What follows belongs to an exercise in optimizing a design on an open flow for small area and a short achievable clock period; a production flow would make more cautious choices.
Function was checked by simulation only, so behaviour that the tests miss may differ from the original.
No activity file was given, so power comes from the tool's default toggle rates.

job 9870:
==> flow/design.v (excerpt) <==
module robTop (
    input  logic                   Clk,
    input  logic                   arstN,
    input  logic                   stall,
    input  logic                   flush,
    input  logic                   extInterrupt,
    input  logic                   dispatchValid0,
    input  robEntryPkg::pcT        dispatchPc0,
    input  robEntryPkg::microOpE   dispatchOp0,
    input  logic                   dispatchRdValid0,
    input  robEntryPkg::archRegT   dispatchArchRd0,
    input  robEntryPkg::physRegT   dispatchPhysRd0,
    input  logic                   dispatchValid1,
    input  robEntryPkg::pcT        dispatchPc1,
    input  robEntryPkg::microOpE   dispatchOp1,
    input  logic                   dispatchRdValid1,
    input  robEntryPkg::archRegT   dispatchArchRd1,
    input  robEntryPkg::physRegT   dispatchPhysRd1,
    output robEntryPkg::robIdxT    allocIdx0,
    output robEntryPkg::robIdxT    allocIdx1,
    output logic                   robFull,
    input  logic                   aluDone0,
    input  logic                   aluDone1,
    input  robEntryPkg::robIdxT    aluDoneIdx0,
    input  robEntryPkg::robIdxT    aluDoneIdx1,
    input  logic                   memDone,
    input  robEntryPkg::robIdxT    memDoneIdx,
    input  logic                   memTrap,
    input  robEntryPkg::trapCodeT  memTrapCode,
    input  robEntryPkg::pcT        memFaultAddr,
    input  robEntryPkg::bufIdxT    memBufIdx,
    input  robEntryPkg::robIdxT    pcReadIdx,
    output robEntryPkg::pcT        pcReadData,
    output logic                   commitMap0,
    output logic                   commitMap1,
    output robEntryPkg::archRegT   commitArchRd0,
    output robEntryPkg::archRegT   commitArchRd1,
    output robEntryPkg::physRegT   commitPhysRd0,
    output robEntryPkg::physRegT   commitPhysRd1,
    output logic                   memRetire,
    output logic                   memRetireStore,
    output robEntryPkg::bufIdxT    memRetireBufIdx,
    output logic                   trapValid,
    output robEntryPkg::pcT        trapPc,
    output robEntryPkg::pcT        trapAddr,
    output robEntryPkg::trapCodeT  trapCode
);
clock: 6.5 ns
lec_check: 0
cap_margin: 20
core_margin: 2
core_utilization: 40
setup_slack_margin: 3.0
slew_margin: 20
tns_end_percent: 0
run.sh (not shown) runs the stock make flow with config.mk's settings and CLKGATE_MAP_FILE= SYNTH_SCRIPT=/design/flow/synth_recipe.tcl, a recipe that flattens the netlist after the stock synthesis.
--- input diff job 9870..job 1393 ---
# job 9870
export LEC_CHECK = 0
export CAP_MARGIN = 20
export CORE_MARGIN = 2
export CORE_UTILIZATION = 40
export SETUP_SLACK_MARGIN = 3.0
export SLEW_MARGIN = 20
export TNS_END_PERCENT = 0
create_clock -name core_clock -period 6.5 [get_ports {Clk}]
# job 1393
export LEC_CHECK = 0
export CAP_MARGIN = 20
export CORE_MARGIN = 2
export CORE_UTILIZATION = 75
export SETUP_SLACK_MARGIN = 3.0
export SLEW_MARGIN = 20
export TNS_END_PERCENT = 0
create_clock -name core_clock -period 6.5 [get_ports {Clk}]
### Flow results
Compared to job 9870, job 1393 has number of placed instances, taps included 15% lower.
Area share of xor/xnor cells in the synthesized design: job 9870 vs job 1393 identical
Apart from job 1393, each of job 9870 and job 1393 ends the flow with a layout that passes the timing, design-rule and antenna checks.
FAIL job 1393 @ 5_1_grt: tool exited with error
In job 1393 relative to job 9870, number of setup buffers added after CTS had gone up by more than a quarter.
Against job 9870, job 1393 comes in 140 ps lower on worst setup slack before clock tree synthesis.
Max number of cell rows across job 9870 and job 1393: job 9870
Measured against each other, job 9870 and job 1393 differ in count of cells resized by post-cts repair, the higher figure coming from job 1393.
Input-level comparison between job 1449 and job 1393:
# job 1393
export LEC_CHECK = 0
export CAP_MARGIN = 20
export CORE_MARGIN = 2
export CORE_UTILIZATION = 75
export SETUP_SLACK_MARGIN = 3.0
export SLEW_MARGIN = 20
export TNS_END_PERCENT = 0
create_clock -name core_clock -period 6.5 [get_ports {Clk}]
# job 1449
export LEC_CHECK = 0
export CAP_MARGIN = 20
export CORE_MARGIN = 2
export CORE_UTILIZATION = 40
export SETUP_SLACK_MARGIN = 3.0
export SLEW_MARGIN = 20
export TNS_END_PERCENT = 0
create_clock -name core_clock -period 6.5 [get_ports {Clk}]
==> flow/flow/run.sh (new file) <==
#!/bin/bash
# The standard layout (standard.sh, unchanged synthesis) with two changes:
# port buffers are sky130 buf_2 cells, and clock tree synthesis gets its own
# arguments. Each tool's full output stays in orfs/logs; make's output goes
# to standard.log in this folder.
set -euo pipefail
export BUFFER_PORTS_ARGS="-buffer_cell sky130_fd_sc_hd__buf_2"
export CTS_ARGS="-sink_clustering_enable -repair_clock_nets -dont_use_dummy_load"
bash standard.sh > standard.log 2>&1
==> flow/standard.sh (new file) <==
#!/bin/bash
# synth_recipe.tcl (not shown) runs the flow's synth.tcl, then flattens the netlist and writes it again
# the make line also repeats each setting of config.mk as NAME=value (left out here)
make -C /OpenROAD-flow-scripts/flow DESIGN_CONFIG=/design/flow/config.mk WORK_HOME=/design/flow/orfs CLKGATE_MAP_FILE= SYNTH_SCRIPT=/design/flow/synth_recipe.tcl "${@:-finish}"
removed: flow/run.sh
Notes after the runs:
- Die extent in x in job 1449 is 83 µm above job 1393.
- Delta (job 1449 minus job 1393): final weighted congestion of routability-driven global placement lower, setup slack after placement higher, number of buffers created by CTS higher, number of gates resized after cts lower.
- Maximum clock path buffer count: job 1393 vs job 1449 identical
- The final layout from job 1449, which completed every stage, passed the timing, design-rule and antenna checks at the end of the flow.
- Job 1449: cell count after placement 607 above job 1393
Inputs modified between job 1449 and job 7887:
-- flow/flow/run.sh --
<<< job 1449, line 7
export BUFFER_PORTS_ARGS="-buffer_cell sky130_fd_sc_hd__buf_2"
export CTS_ARGS="-sink_clustering_enable -repair_clock_nets -dont_use_dummy_load"
bash standard.sh > standard.log 2>&1
>>> job 7887, line 7
export BUFFER_PORTS_ARGS="-buffer_cell sky130_fd_sc_hd__buf_2"
export CTS_ARGS="-sink_clustering_enable -repair_clock_nets -dont_use_dummy_load -buf_list sky130_fd_sc_hd__clkbuf_8 -sink_clustering_size 16 -sink_clustering_max_diameter 60"
bash standard.sh > standard.log 2>&1
Findings:
- Side by side, combinational share of power turned out higher in job 7887 than in job 1449.
- Taking job 1449 as the reference, in job 7887 arrival time reported for the critical path endpoint now sits higher, maximum resistive drop on vdd now sits lower, post-route cell area now sits lower.
- Looking at worst setup slack, job 7887 sits below job 1449.
- Job 1449 and job 7887 ended up with nearly the same fraction of area in non-clock buffers.
- Job 1449: full flow OK, the timing, design-rule and antenna checks passed
- Job 7887 finished end to end and its layout was clean on timing, DRC and antenna.
- Summary of job 7887 over job 1449: power lost 14%, number of vias in the routed layout lost 167, final design utilization lost 1.4 points.

[port drivers added, routing unchanged]
No port has a modelled driver above. Below, the same layouts with a new extraction and two added sets of constraints.
Step 1 assumes that a clkbuf_16 drives the clock port and a buf_2 every other input.
Step 2 also shifts input and output timing later by t, the mid clock arrival at the registers, as if the neighbouring blocks saw the same clock.
Slacks: ideal / step 1 / step 2; pairs: ideal / step 1.
| run | shift t [ns] | slack for setup (ns) | hold WS [ns] | clock arrival spread, ns | worst data-port slew with drivers (ns) |
|---|---|---|---|---|---|
| job 9870 | 0.724 | 1.965 / 1.743 / 1.497 | 0.488 / 0.488 / 0.488 | 0.038 / 0.037 | 0.31 |
| job 1449 | 0.708 | 2.100 / 1.878 / 1.614 | 0.479 / 0.479 / 0.479 | 0.068 / 0.069 | 0.25 |
| job 7887 | 0.783 | 2.074 / 1.879 / 1.747 | 0.480 / 0.480 / 0.480 | 0.111 / 0.110 | 0.21 |
After both steps every run listed still meets setup and hold. For job 1449, which loses most, drivers alone change the setup slack by -0.222 ns; drivers and shift together by -0.486 ns.
